Background: an optimization exercise with open tools, aiming at small area. Do not read the settings as production practice. The RTL was checked by simulation tests, not by an equivalence proof against the original design. No activity file was given, so power comes from the tool's default toggle rates.

**config.mk**
```make
export PLATFORM = sky130hd
export DESIGN_NAME = rs_param_age
export DESIGN_NICKNAME = rs_param_age
export VERILOG_FILES = /design/flow/design.v
export SDC_FILE = /design/flow/constraint.sdc
export NUM_CORES = 4
export LEC_CHECK = 0
export CAP_MARGIN = 20
export CORE_MARGIN = 2
export CORE_UTILIZATION = 35
export PLACE_DENSITY = 0.42
export SLEW_MARGIN = 20
```
**constraint.sdc**
```tcl
create_clock -name core_clock -period 7.0 [get_ports {clk_in}]
set_input_delay 1.4000 -clock core_clock [delete_from_list [all_inputs] [get_ports {clk_in}]]
set_output_delay 1.4000 -clock core_clock [all_outputs]
set_load 0.01 [all_outputs]
```
**design.v**
```verilog
module rs_param_age #(
    parameter int DEPTH   = 16,
    parameter int DATA_W  = 32,
    parameter int ROB_W   = 4,
    parameter int TYPE_W  = 6,
    parameter int NUM_CDB = 2
) (
    input  logic                      clk_in,
    input  logic                      rst_n_in,
    input  logic                      rdy_in,
    input  logic                      flush_in,
    output logic                      full_out,
    input  logic                      disp_valid,
    input  logic [TYPE_W-1:0]         disp_type,
    input  logic [DATA_W-1:0]         disp_pc,
    input  logic [DATA_W-1:0]         disp_imm,
    input  logic [ROB_W-1:0]          disp_rob,
    input  logic                      disp_rdy_j,
    input  logic                      disp_rdy_k,
    input  logic [DATA_W-1:0]         disp_v_j,
    input  logic [DATA_W-1:0]         disp_v_k,
    input  logic [ROB_W-1:0]          disp_q_j,
    input  logic [ROB_W-1:0]          disp_q_k,
    input  logic                      issue_stall,
    output logic                      issue_valid,
    output logic [TYPE_W-1:0]         issue_type,
    output logic [DATA_W-1:0]         issue_pc,
    output logic [DATA_W-1:0]         issue_imm,
    output logic [DATA_W-1:0]         issue_rs1,
    output logic [DATA_W-1:0]         issue_rs2,
    output logic [ROB_W-1:0]          issue_rob,
    input  logic [NUM_CDB-1:0]        cdb_valid,
    input  logic [NUM_CDB*ROB_W-1:0]  cdb_rob,
    input  logic [NUM_CDB*DATA_W-1:0] cdb_value
);
    localparam int PW = TYPE_W + 2*DATA_W + ROB_W;    
    logic [DEPTH-1:0]  busy_r;
    logic [DEPTH-1:0]  rdy_j_r;
    logic [DEPTH-1:0]  rdy_k_r;
    logic [PW-1:0]     pay_r [DEPTH];
    logic [DATA_W-1:0] v_j_r [DEPTH];    
    logic [DATA_W-1:0] v_k_r [DEPTH];
    logic [DEPTH-1:0]  age_r [DEPTH];
    logic              issue_valid_r;
    logic [PW-1:0]     issue_pay_r;
    logic [DATA_W-1:0] issue_rs1_r;
    logic [DATA_W-1:0] issue_rs2_r;
    logic [NUM_CDB-1:0] dh_j, dh_k;
    logic [DATA_W-1:0]  dv_j, dv_k;
    logic               dr_j, dr_k;
    always_comb begin
        for (int c = 0; c < NUM_CDB; c++) begin
            dh_j[c] = cdb_valid[c] && (cdb_rob[c*ROB_W +: ROB_W] == disp_q_j);
            dh_k[c] = cdb_valid[c] && (cdb_rob[c*ROB_W +: ROB_W] == disp_q_k);
        end
        dv_j = {{(DATA_W-ROB_W){1'b0}}, disp_q_j};
        dv_k = {{(DATA_W-ROB_W){1'b0}}, disp_q_k};
        for (int c = NUM_CDB - 1; c >= 0; c = c - 1) begin
            if (dh_j[c]) dv_j = cdb_value[c*DATA_W +: DATA_W];
            if (dh_k[c]) dv_k = cdb_value[c*DATA_W +: DATA_W];
        end
        if (disp_rdy_j) dv_j = disp_v_j;
        if (disp_rdy_k) dv_k = disp_v_k;
        dr_j = disp_rdy_j | (|dh_j);
        dr_k = disp_rdy_k | (|dh_k);
    end
    logic [DEPTH-1:0] ready_s, blocked_s, sel_oh_s, free_oh_s;
    logic             any_ready_s, issue_ld_s, issue_go_s, acc_s;
    always_comb begin
        ready_s = busy_r & rdy_j_r & rdy_k_r;
        for (int i = 0; i < DEPTH; i++) begin
            blocked_s[i] = 1'b0;
            for (int j = 0; j < DEPTH; j++) begin
                if (j < i) blocked_s[i] = blocked_s[i] | (ready_s[j] &  age_r[j][i]);
                if (j > i) blocked_s[i] = blocked_s[i] | (ready_s[j] & ~age_r[i][j]);
            end
        end
        sel_oh_s = ready_s & ~blocked_s;
        any_ready_s = |ready_s;
        for (int i = 0; i < DEPTH; i++) begin
            free_oh_s[i] = !busy_r[i];
            for (int j = 0; j < i; j++) free_oh_s[i] = free_oh_s[i] & busy_r[j];
        end
    end
    assign full_out   = &busy_r;
    assign issue_ld_s = rdy_in && (!issue_stall || !issue_valid_r);
    assign issue_go_s = issue_ld_s && !flush_in;
    assign acc_s      = rdy_in && !flush_in && disp_valid;
    always_ff @(posedge clk_in or negedge rst_n_in) begin
        if (!rst_n_in) begin
            busy_r <= '0;
        end else if (flush_in) begin
            busy_r <= '0;
        end else if (rdy_in) begin
            busy_r <= (busy_r & ~(issue_go_s ? sel_oh_s : '0)) | (disp_valid ? free_oh_s : '0);
        end
    end
    logic [DEPTH-1:0] wk_s;
    logic [DEPTH-1:0] j0_s, j1_s, jh_s, k0_s, k1_s, kh_s;
    always_comb begin
        for (int i = 0; i < DEPTH; i++) begin
            wk_s[i] = busy_r[i] && rdy_in && !flush_in;
            j0_s[i] = wk_s[i] && !rdy_j_r[i] && cdb_valid[0] &&
                      (cdb_rob[0 +: ROB_W] == v_j_r[i][ROB_W-1:0]);
            j1_s[i] = wk_s[i] && !rdy_j_r[i] && !j0_s[i] && cdb_valid[1] &&
                      (cdb_rob[ROB_W +: ROB_W] == v_j_r[i][ROB_W-1:0]);
            k0_s[i] = wk_s[i] && !rdy_k_r[i] && cdb_valid[0] &&
                      (cdb_rob[0 +: ROB_W] == v_k_r[i][ROB_W-1:0]);
            k1_s[i] = wk_s[i] && !rdy_k_r[i] && !k0_s[i] && cdb_valid[1] &&
                      (cdb_rob[ROB_W +: ROB_W] == v_k_r[i][ROB_W-1:0]);
            jh_s[i] = busy_r[i] && !j0_s[i] && !j1_s[i];
            kh_s[i] = busy_r[i] && !k0_s[i] && !k1_s[i];
        end
    end
    always_ff @(posedge clk_in) begin
        for (int i = 0; i < DEPTH; i++) begin
            if (!busy_r[i]) begin
                pay_r[i]   <= {disp_type, disp_pc, disp_imm, disp_rob};
                rdy_j_r[i] <= dr_j;
                rdy_k_r[i] <= dr_k;
            end else begin
                if (j0_s[i] || j1_s[i]) rdy_j_r[i] <= 1'b1;
                if (k0_s[i] || k1_s[i]) rdy_k_r[i] <= 1'b1;
            end
            v_j_r[i] <= (dv_j & {DATA_W{!busy_r[i]}}) |
                        (cdb_value[0 +: DATA_W] & {DATA_W{j0_s[i]}}) |
                        (cdb_value[DATA_W +: DATA_W] & {DATA_W{j1_s[i]}}) |
                        (v_j_r[i] & {DATA_W{jh_s[i]}});
            v_k_r[i] <= (dv_k & {DATA_W{!busy_r[i]}}) |
                        (cdb_value[0 +: DATA_W] & {DATA_W{k0_s[i]}}) |
                        (cdb_value[DATA_W +: DATA_W] & {DATA_W{k1_s[i]}}) |
                        (v_k_r[i] & {DATA_W{kh_s[i]}});
        end
    end
    always_ff @(posedge clk_in) begin
        for (int i = 0; i < DEPTH; i++) begin
            for (int j = i + 1; j < DEPTH; j++) begin
                if (free_oh_s[j])      age_r[i][j] <= 1'b1;
                else if (free_oh_s[i]) age_r[i][j] <= 1'b0;
            end
        end
    end
    logic [PW-1:0]     rd_pay_s;
    logic [DATA_W-1:0] rd_j_s, rd_k_s;
    always_comb begin
        rd_pay_s = '0;
        rd_j_s   = '0;
        rd_k_s   = '0;
        for (int i = 0; i < DEPTH; i++) begin
            rd_pay_s = rd_pay_s | (pay_r[i] & {PW{sel_oh_s[i]}});
            rd_j_s   = rd_j_s   | (v_j_r[i] & {DATA_W{sel_oh_s[i]}});
            rd_k_s   = rd_k_s   | (v_k_r[i] & {DATA_W{sel_oh_s[i]}});
        end
    end
    always_ff @(posedge clk_in or negedge rst_n_in) begin
        if (!rst_n_in) begin
            issue_valid_r <= 1'b0;
        end else if (flush_in) begin
            issue_valid_r <= 1'b0;
        end else if (issue_ld_s) begin
            issue_valid_r <= any_ready_s;
        end
    end
    always_ff @(posedge clk_in) begin
        if (issue_ld_s) begin
            issue_pay_r <= rd_pay_s;
            issue_rs1_r <= rd_j_s;
            issue_rs2_r <= rd_k_s;
        end
    end
    assign issue_valid = issue_valid_r;
    assign {issue_type, issue_pc, issue_imm, issue_rob} = issue_pay_r;
    assign issue_rs1   = issue_rs1_r;
    assign issue_rs2   = issue_rs2_r;
endmodule
```
**run.sh**
```bash
#!/bin/bash
# synth_recipe.tcl (not shown) runs the flow's synth.tcl, then flattens the netlist and writes it again
# the make line also repeats each setting of config.mk as NAME=value (left out here)
make -C /OpenROAD-flow-scripts/flow DESIGN_CONFIG=/design/flow/config.mk WORK_HOME=/design/flow/orfs CLKGATE_MAP_FILE= SYNTH_SCRIPT=/design/flow/synth_recipe.tcl finish
```
==> results of run 1 <==
## cells in the final DEF (no fill, tap or decap), types with 45 or more instances in the layout
cell and n:
clkdlybuf4s50_1 354, nor2_1 61, o2111ai_1 94, a22o_1 949, xor2_1 128, a22oi_1 578
clkbuf_16 308, o21ai_0 342, o31ai_1 50, o211ai_1 295, a221oi_1 642, nand3_1 45
a21oi_1 303, dfxtp_1 1144, a31oi_1 56, nand2_1 727, clkbuf_1 78, nand4b_1 74
edfxtp_1 1354, o221ai_1 294, inv_1 336, xnor2_1 140, buf_4 348, nand4_1 305
## state kept, by name, summed over array words and instances (netlist names)
| name | cells |
|---|---|
| issue_rs2_r | 32 |
| issue_pay_r | 74 |
| v_k_r | 512 |
| v_j_r | 512 |
| rdy_k_r | 16 |
| pay_r | 1184 |
| rdy_j_r | 16 |
| age_r | 120 |
| issue_valid_r | 1 |
| issue_rs1_r | 32 |
| busy_r | 16 |
## final timing paths
kind / end / slack (ps) / depth (start not counted)
setup / recovery: full_out / 1040 / 6
hold reg to reg: age_r[1][2] / 460 / 2
hold / removal: age_r[1][2] / 460 / 2
max in group asynchronous: busy_r[9] / 5200 / 1
min in group asynchronous: issue_valid_r / 1010 / 1
setup reg to reg: issue_rs2_r[6] / 1730 / 7
## metal layers
| layer | routed length [um] | global-route usage, % | up-vias | part of all wire [%] |
|---|---|---|---|---|
| met5 | 468 | 0 | - | 0.084 |
| met4 | 32400 | 17.9 | 69 | 5.8 |
| met3 | 58200 | 8.96 | 1578 | 10 |
| met2 | 246000 | 52.0 | 6236 | 44 |
| met1 | 221000 | 43.9 | 47900 | 40 |
| li1 | - | - | 37600 | - |
## cells by family (layout without fill, tap and decap cells)
kind of cell / count (synthesis) / in the layout / share of synthesized area (%)
buffers and inverters: 1523 / 1642 / 5.62
flip-flops: 2515 / 2515 / 58.6
AND/OR/NAND/NOR: 1401 / 1401 / 6.82
multiplexers: 12 / 12 / 0.128
AO/OA/AOI/OAI: 3764 / 3764 / 26.7
XOR/XNOR: 269 / 269 / 2.16
other: 0 / 17 / 0
## critical path, delay by kind of cell, from the launching register on
family,cells,cell delay [ps]
DFF,1,1060
buffers and inverters,1,620
and+or+nand+nor,5,1910
## power groups by stage
stage | registers [mW] | logic, mW | clock network (mW)
after detailed placement | 17.4 | 2.23 | 0
final | 17.1 | 2.29 | 15.7
after global placement | 17.4 | 2.18 | 0
after CTS | 17.1 | 2.23 | 15.9
after floorplan | 17.2 | 1.17 | 0
after global routing | 17.2 | 2.40 | 16.5
## per-stage QoR
step | worst slack [ps] | std cells | power [mW] | instance area, um^2 | utilization (%)
after floorplan | 1130 | 9484 | 18.4 | 109000 | -
after global placement | 1310 | 13200 | 19.5 | 117000 | 37.7
after detailed placement | 1400 | 13200 | 19.6 | 117000 | 37.7
after CTS | 985 | 13700 | 35.2 | 127000 | 40.8
after global routing | 840 | 13700 | 36.1 | 127000 | 40.8
final | 1040 | 13800 | 35.1 | 127000 | 40.8
## area by class of cell
class                           count  area [um^2]
Antenna cell                       17         42.5
Clock buffer                      423         8510
Clock inverter                    113         1150
Fill cell                       29200       184000
Inverter                          359         1460
Multi-Input combinational cell   5446        39900
Sequential cell                  2515        64000
Tap cell                         4140         5180
Timing Repair Buffer              747         6840
==> impl_metrics.py, run 1 <==
metrics = {
    "run_status": {
        "outcome": "timing/DRC/antenna clean",
    },
    "global_routing": {
        "track_usage_pct": 34.0,
        "grt_pass1_vias": 89900,
        "grt_antenna_before_repair": 70,
        "grt_pass1_wl_um": 757000,
        "grt_max_degree": 90,
        "grt_overflow_total": 0,
    },
    "clock_tree": {
        "htreeDepth": 5,
        "postCtsHoldBufs": 0,
        "path_clk_slew_ps": 60,
        "postCtsResizedCells": 0,
        "clk_latency_ps": 950,
        "cts_root_buffer": "clkbuf_16",
        "clkSinkCount": 2515,
        "clock_path_buffers": 4,
        "cts_tree": "done",
        "numCtsBuffers": 297,
        "post-cts-setup-buffers": 0,
    },
    "synth": {
        "synth_edf_count": 1354,
        "async_reset_ff_share_pct": 0.676,
        "synth_seq_cells": 2515,
        "avgSynthCellArea_um2": 11.5,
        "synth_area_leaders": "edfxtp_1 37%, dfxtp_1 21%, a22o_1 7.6%, a221oi_1 5.1%, a22oi_1 4.0%",
        "synth.top_cell.area_share_pct": 37.2,
        "ys_top_cells_by_count": "1354 x edfxtp_1, 1144 x dfxtp_1, 949 x a22o_1",
        "ys_types": 68,
        "synthCells": 9484,
        "synth.most_common_cell": "edfxtp_1",
        "synth_area_um2": 109000,
        "seq_area_frac_synth_pct": 58.6,
        "yosysWarnings": 5,
        "synth_top_area_cell": "edfxtp_1",
        "syn_nets": 9712,
        "yosys_most_used_dff": "edfxtp_1",
    },
    "worst_setup_path": {
        "critical_path_class": "reg2out",
        "cp-end-kind": "primary output",
        "crit_chain": "and4_1 > nand4_1 > nor3_1 > nand3_1 > nor2_1 > clkdlybuf4s50_1",
        "crit_path_start": "busy_r[0]",
        "arrival_ps": 4560,
        "worstPathRequired_ps": 5600,
        "start_kind": "flip-flop",
        "crit_fanout": 44,
        "slowest_delay_ps": 1060,
        "slowest_stage": "dfrtp_4",
        "reg2reg_from": "busy_r[11]",
    },
    "power_and_ir_drop": {
        "p_switching_mw": 8.71,
        "powerDensity_nw_per_um2": 276,
        "pwr-share-seq_pct": 48.7,
        "ir_drop_uv": 182,
        "internal_power_mw": 26.4,
        "p_sw_share_pct": 24.8,
        "power.leakage_nw": 44.1,
        "p_clk_share_pct": 44.8,
        "combPwrFrac_pct": 6.5,
    },
    "sta": {
        "setup-tns-final_ps": 0,
        "setup_viol": 0,
        "fin_crit_ps": 5960,
        "max_slew_margin_pct": 17.0,
        "fmax_mhz": 168,
        "worst_slew_pin_slew_ps": 1240,
        "rsz0062_at_grt": "no",
        "skew_ps": 66.3,
        "timing_hold_violations_final": 0,
        "whs_ps": 459,
        "fin_crit_sh_pct": 85.1,
        "final_max_slew_viol_count": 0,
    },
    "floorplanning": {
        "io_pins": 368,
        "rows": 205,
        "die_h_um": 563,
        "die_area_um2": 317000,
        "core-area_um2": 311000,
        "start_util_pct": 35.1,
        "die-width_um": 563,
    },
    "finish": {
        "area_delta_synth_final_pct": 16.3,
        "layout.nets": 9594,
        "layout-drive-gt1-share_pct": 10.8,
    },
    "placement": {
        "dp_hpwl_um": 306000,
        "gp_congestion": 0.922,
        "io_buffers": 367,
    },
    "route": {
        "dr.pass1.iters": 10,
        "viasPerCell": 6.78,
        "ant_nets": 0,
        "wirelength_um": 557000,
        "post-route-drc-count": 0,
        "dr.first_iter.drc_count": 13300,
        "dr_total_vias": 93300,
        "wl_per_cell_um": 40.5,
    },
    "worst_hold_path": {
        "hold_class": "reg2reg",
        "hold_start": "age_r[1][2]",
    },
    "run": {
        "max_cap_viol_count": 0,
    },
}
==> inputs of run 2 (changes only) <==
--- a/design.v
+++ b/design.v
@@ -115,6 +115,7 @@
     always_ff @(posedge clk_in) begin
         for (int i = 0; i < DEPTH; i++) begin
+            pay_r[i] <= ({disp_type, disp_pc, disp_imm, disp_rob} & {PW{free_oh_s[i]}}) |
+                        (pay_r[i] & {PW{busy_r[i]}});
             if (!busy_r[i]) begin
-                pay_r[i]   <= {disp_type, disp_pc, disp_imm, disp_rob};
                 rdy_j_r[i] <= dr_j;
                 rdy_k_r[i] <= dr_k;
@@ -143,12 +144,16 @@
     logic [PW-1:0]     rd_pay_s;
     logic [DATA_W-1:0] rd_j_s, rd_k_s;
+    logic [DEPTH-1:0] rd_oh_s;
+    logic             hold_s;
+    assign rd_oh_s = issue_ld_s ? sel_oh_s : '0;
+    assign hold_s  = !issue_ld_s;
     always_comb begin
-        rd_pay_s = '0;
-        rd_j_s   = '0;
-        rd_k_s   = '0;
+        rd_pay_s = issue_pay_r & {PW{hold_s}};
+        rd_j_s   = issue_rs1_r & {DATA_W{hold_s}};
+        rd_k_s   = issue_rs2_r & {DATA_W{hold_s}};
         for (int i = 0; i < DEPTH; i++) begin
-            rd_pay_s = rd_pay_s | (pay_r[i] & {PW{sel_oh_s[i]}});
-            rd_j_s   = rd_j_s   | (v_j_r[i] & {DATA_W{sel_oh_s[i]}});
-            rd_k_s   = rd_k_s   | (v_k_r[i] & {DATA_W{sel_oh_s[i]}});
+            rd_pay_s = rd_pay_s | (pay_r[i] & {PW{rd_oh_s[i]}});
+            rd_j_s   = rd_j_s   | (v_j_r[i] & {DATA_W{rd_oh_s[i]}});
+            rd_k_s   = rd_k_s   | (v_k_r[i] & {DATA_W{rd_oh_s[i]}});
         end
     end
@@ -163,9 +168,7 @@
     end
     always_ff @(posedge clk_in) begin
-        if (issue_ld_s) begin
-            issue_pay_r <= rd_pay_s;
-            issue_rs1_r <= rd_j_s;
-            issue_rs2_r <= rd_k_s;
-        end
+        issue_pay_r <= rd_pay_s;
+        issue_rs1_r <= rd_j_s;
+        issue_rs2_r <= rd_k_s;
     end
     assign issue_valid = issue_valid_r;
--- a/config.mk
+++ b/config.mk
@@ -6,7 +6,10 @@
 export NUM_CORES = 4
 export LEC_CHECK = 0
-export CAP_MARGIN = 20
+export CAP_MARGIN = 0
 export CORE_MARGIN = 2
-export CORE_UTILIZATION = 35
-export PLACE_DENSITY = 0.42
-export SLEW_MARGIN = 20
+export CORE_UTILIZATION = 60
+export CTS_BUF_LIST = sky130_fd_sc_hd__clkbuf_8
+export CTS_CLUSTER_DIAMETER = 60
+export CTS_CLUSTER_SIZE = 16
+export PLACE_DENSITY = 0.65
+export SLEW_MARGIN = 0
==> impl_metrics.py, run 2 <==
metrics = {
    "synth": {
        "async_reset_ff_share_pct": 0.676,
        "synth.top_cell.area_share_pct": 44.4,
        "syn_nets": 11700,
        "synth_edf_count": 106,
        "synth.most_common_cell": "dfxtp_1",
        "synthCells": 11500,
        "avgSynthCellArea_um2": 9.38,
        "synth_seq_cells": 2515,
        "yosysWarnings": 5,
        "seq_area_frac_synth_pct": 47.8,
        "synth_top_area_cell": "dfxtp_1",
        "yosys_most_used_dff": "dfxtp_1",
        "synth_area_leaders": "dfxtp_1 44%, a22o_1 13%, o21ai_0 6.0%, a22oi_1 5.4%, nand2_1 4.0%",
        "synth_area_um2": 108000,
        "ys_types": 64,
        "ys_top_cells_by_count": "2392 x dfxtp_1, 1587 x a22o_1, 1287 x o21ai_0",
    },
    "sta": {
        "max_slew_margin_pct": -7.26,
        "skew_ps": 44.6,
        "fmax_mhz": 169,
        "setup-tns-final_ps": 0,
        "fin_crit_ps": 5920,
        "worst_slack_ps": 1080,
        "final_max_slew_viol_count": 32,
        "fin_crit_sh_pct": 84.5,
        "setup_viol": 0,
        "rsz0062_at_grt": "no",
        "timing_hold_violations_final": 0,
        "worst_slew_pin_slew_ps": 1610,
    },
    "placement": {
        "gp_congestion": 1.01,
        "dp_hpwl_um": 262000,
        "pre_cts_ws_ps": 1300,
        "io_buffers": 367,
        "placed_area_um2": 112000,
    },
    "route": {
        "dr.pass1.iters": 16,
        "dr.first_iter.drc_count": 23500,
        "post-route-drc-count": 0,
        "dr_total_vias": 106000,
        "wl_per_cell_um": 36.2,
        "ant_nets": 0,
        "viasPerCell": 7.91,
        "wirelength_um": 486000,
    },
    "finish": {
        "most-common-layout-cells": "2392 x dfxtp_1, 1587 x a22o_1, 1283 x o21ai_0",
        "largest_reg_flops": 1110,
        "finalInstanceArea_um2": 116000,
        "largest_registers": "pay_r (1110), v_j_r (512), v_k_r (512)",
        "layout_commonest_cell": "dfxtp_1",
        "top_register": "pay_r",
        "area_delta_synth_final_pct": 7.65,
        "layout-drive-gt1-share_pct": 7.51,
        "layout.nets": 11100,
    },
    "floorplanning": {
        "rows": 155,
        "core-area_um2": 178000,
        "start_util_pct": 60.4,
        "die_h_um": 428,
        "die_area_um2": 183000,
        "die-width_um": 428,
        "io_pins": 368,
    },
    "clock_tree": {
        "clk_latency_ps": 1070,
        "htreeDepth": 4,
        "clkSinkCount": 2515,
        "postCtsHoldBufs": 0,
        "clock_path_buffers": 3,
        "postCtsResizedCells": 0,
        "cts_tree": "done",
        "path_clk_slew_ps": 100,
        "numCtsBuffers": 193,
        "post-cts-setup-buffers": 0,
        "cts_root_buffer": "clkbuf_8",
    },
    "worst_setup_path": {
        "worstPathRequired_ps": 5600,
        "arrival_ps": 4520,
        "crit_fanout": 37,
        "crit_chain": "and4_4 > nand4_2 > nor4_2 > and4_1 > clkdlybuf4s50_1",
        "critPathTopFamily": "simple AND/OR/NAND/NOR gates",
        "slowest_stage": "dfrtp_4",
        "start_kind": "flip-flop",
        "critical_path_class": "reg2out",
        "slowest_delay_ps": 910,
        "path_buf_inv": 1,
        "cp-end-kind": "primary output",
    },
    "global_routing": {
        "grt_pass1_vias": 99200,
        "grt_pass1_wl_um": 688000,
        "grt_max_degree": 126,
        "grt_antenna_before_repair": 40,
        "grt_overflow_total": 0,
        "track_usage_pct": 50.6,
    },
    "run": {
        "max_cap_viol_count": 2,
    },
    "power_and_ir_drop": {
        "powerDensity_nw_per_um2": 223,
        "ir_drop_uv": 208,
        "power.leakage_nw": 41.5,
    },
    "run_status": {
        "so_faults": "capacitance limit, slew limit",
        "outcome": "finished with violations",
    },
    "worst_hold_path": {
        "hold_class": "reg2reg",
    },
}
## run 2: cell count changes after synthesis, sizes merged, moves of 407 or more
cell	delta
a21oi	+411
a221oi	-569
a222oi	+407
a22o	+638
dfxtp	+1248
edfxtp	-1248
nand2	+418
o21ai	+1017
## run 2: worst paths after layout
kind | endpoint | depth (start not counted) | slack, ps | from
max reg2reg | issue_rs1_r[21] | 9 | 2370 | busy_r[5]
max in group asynchronous | busy_r[6] | 1 | 5380 | rst_n_in
min in group asynchronous | issue_valid_r | 1 | 890 | rst_n_in
min | pay_r[10][60] | 2 | 470 | pay_r[10][60]
max | full_out | 5 | 1080 | busy_r[1]
min reg2reg | pay_r[10][60] | 2 | 470 | pay_r[10][60]
## run 2: worst reg2reg max path: stages (launching register included)
cell and delay (ps):
dfrtp_4 660, buf_4 400, and3_1 460, a22oi_1 380, nand4_1 310, nor4_4 1250, buf_12 450, a222oi_1 250
and4_1 310, nand4_1 100
## run 2: cell type report
cell class	instances	area, um^2
sequential	2515	51600
clock inverter	121	1040
fill	14700	62400
tap	2355	2950
multi-input combinational	7415	50600
clock buffer	204	2810
timing repair buffer	714	6700
inverter	79	302
antenna	31	77.6
## run 2: power breakdown
group,total (mW),internal [mW],switching (mW)
Combinational,1.80,0.601,1.20
Sequential,15.5,15.0,0.494
Clock,8.52,3.31,5.21
## run 2: metal layers
layer  vias up  track usage (%)  part of all wire, %
li1      42500                -                    -
met1     50900             63.4                   35
met2     10100             71.9                   41
met3      2618             17.7                   16
met4        26             37.1                  8.7
met5         -                0                0.037
## run 2: metrics by stage
step,std cells,hold WS [ps],power [mW],utilization (%)
detailed placement,13100,445,17.5,62.8
CTS,13400,466,25.6,65.0
global placement,13100,437,17.4,62.8
finish,13400,467,25.8,65.0
floorplan,11500,427,16.7,-
global route,13400,487,26.3,65.0
## run 2: kinds of logic (layout without fill, tap and decap cells)
group           after synthesis  in the layout  synth area share (%)
compound gates             5145           5145                  34.0
other cells                   0             31                     0
mux                          44             44                 0.409
xor+xnor                    269            269                  2.19
buf+inv                    1557           1118                  5.93
simple gates               1957           1957                  9.64
flops                      2515           2515                  47.8

-- what the ideal ports hide --
How much do the figures lean on ideal ports? The routed layouts below were timed once more, with nothing changed but the port constraints.
Step 1 sets driving cells, clkbuf_16 on the clock port and buf_2 on the other inputs (assumed; they add their load-dependent delay and slew).
Step 2 times the ports against the registers' clock, not the clock port: input delays grow and output delays shrink by t, the midpoint of the rising clock arrivals with the driver on.
a / b / c = ideal / step 1 / step 2; a / b = the first two.
| run | t (ns) | setup slack, ns | worst setup path after step 2 | worst data-port slew with drivers (ns) |
|---|---|---|---|---|
| run 1 | 1.024 | 1.044 / 0.933 / 1.160 | input to register | 0.20 |
| run 2 | 1.148 | 1.085 / 0.979 / 0.917 | input to register | 0.19 |
For run 2, which loses most, drivers alone change the setup slack by -0.106 ns; drivers and shift together by -0.168 ns.
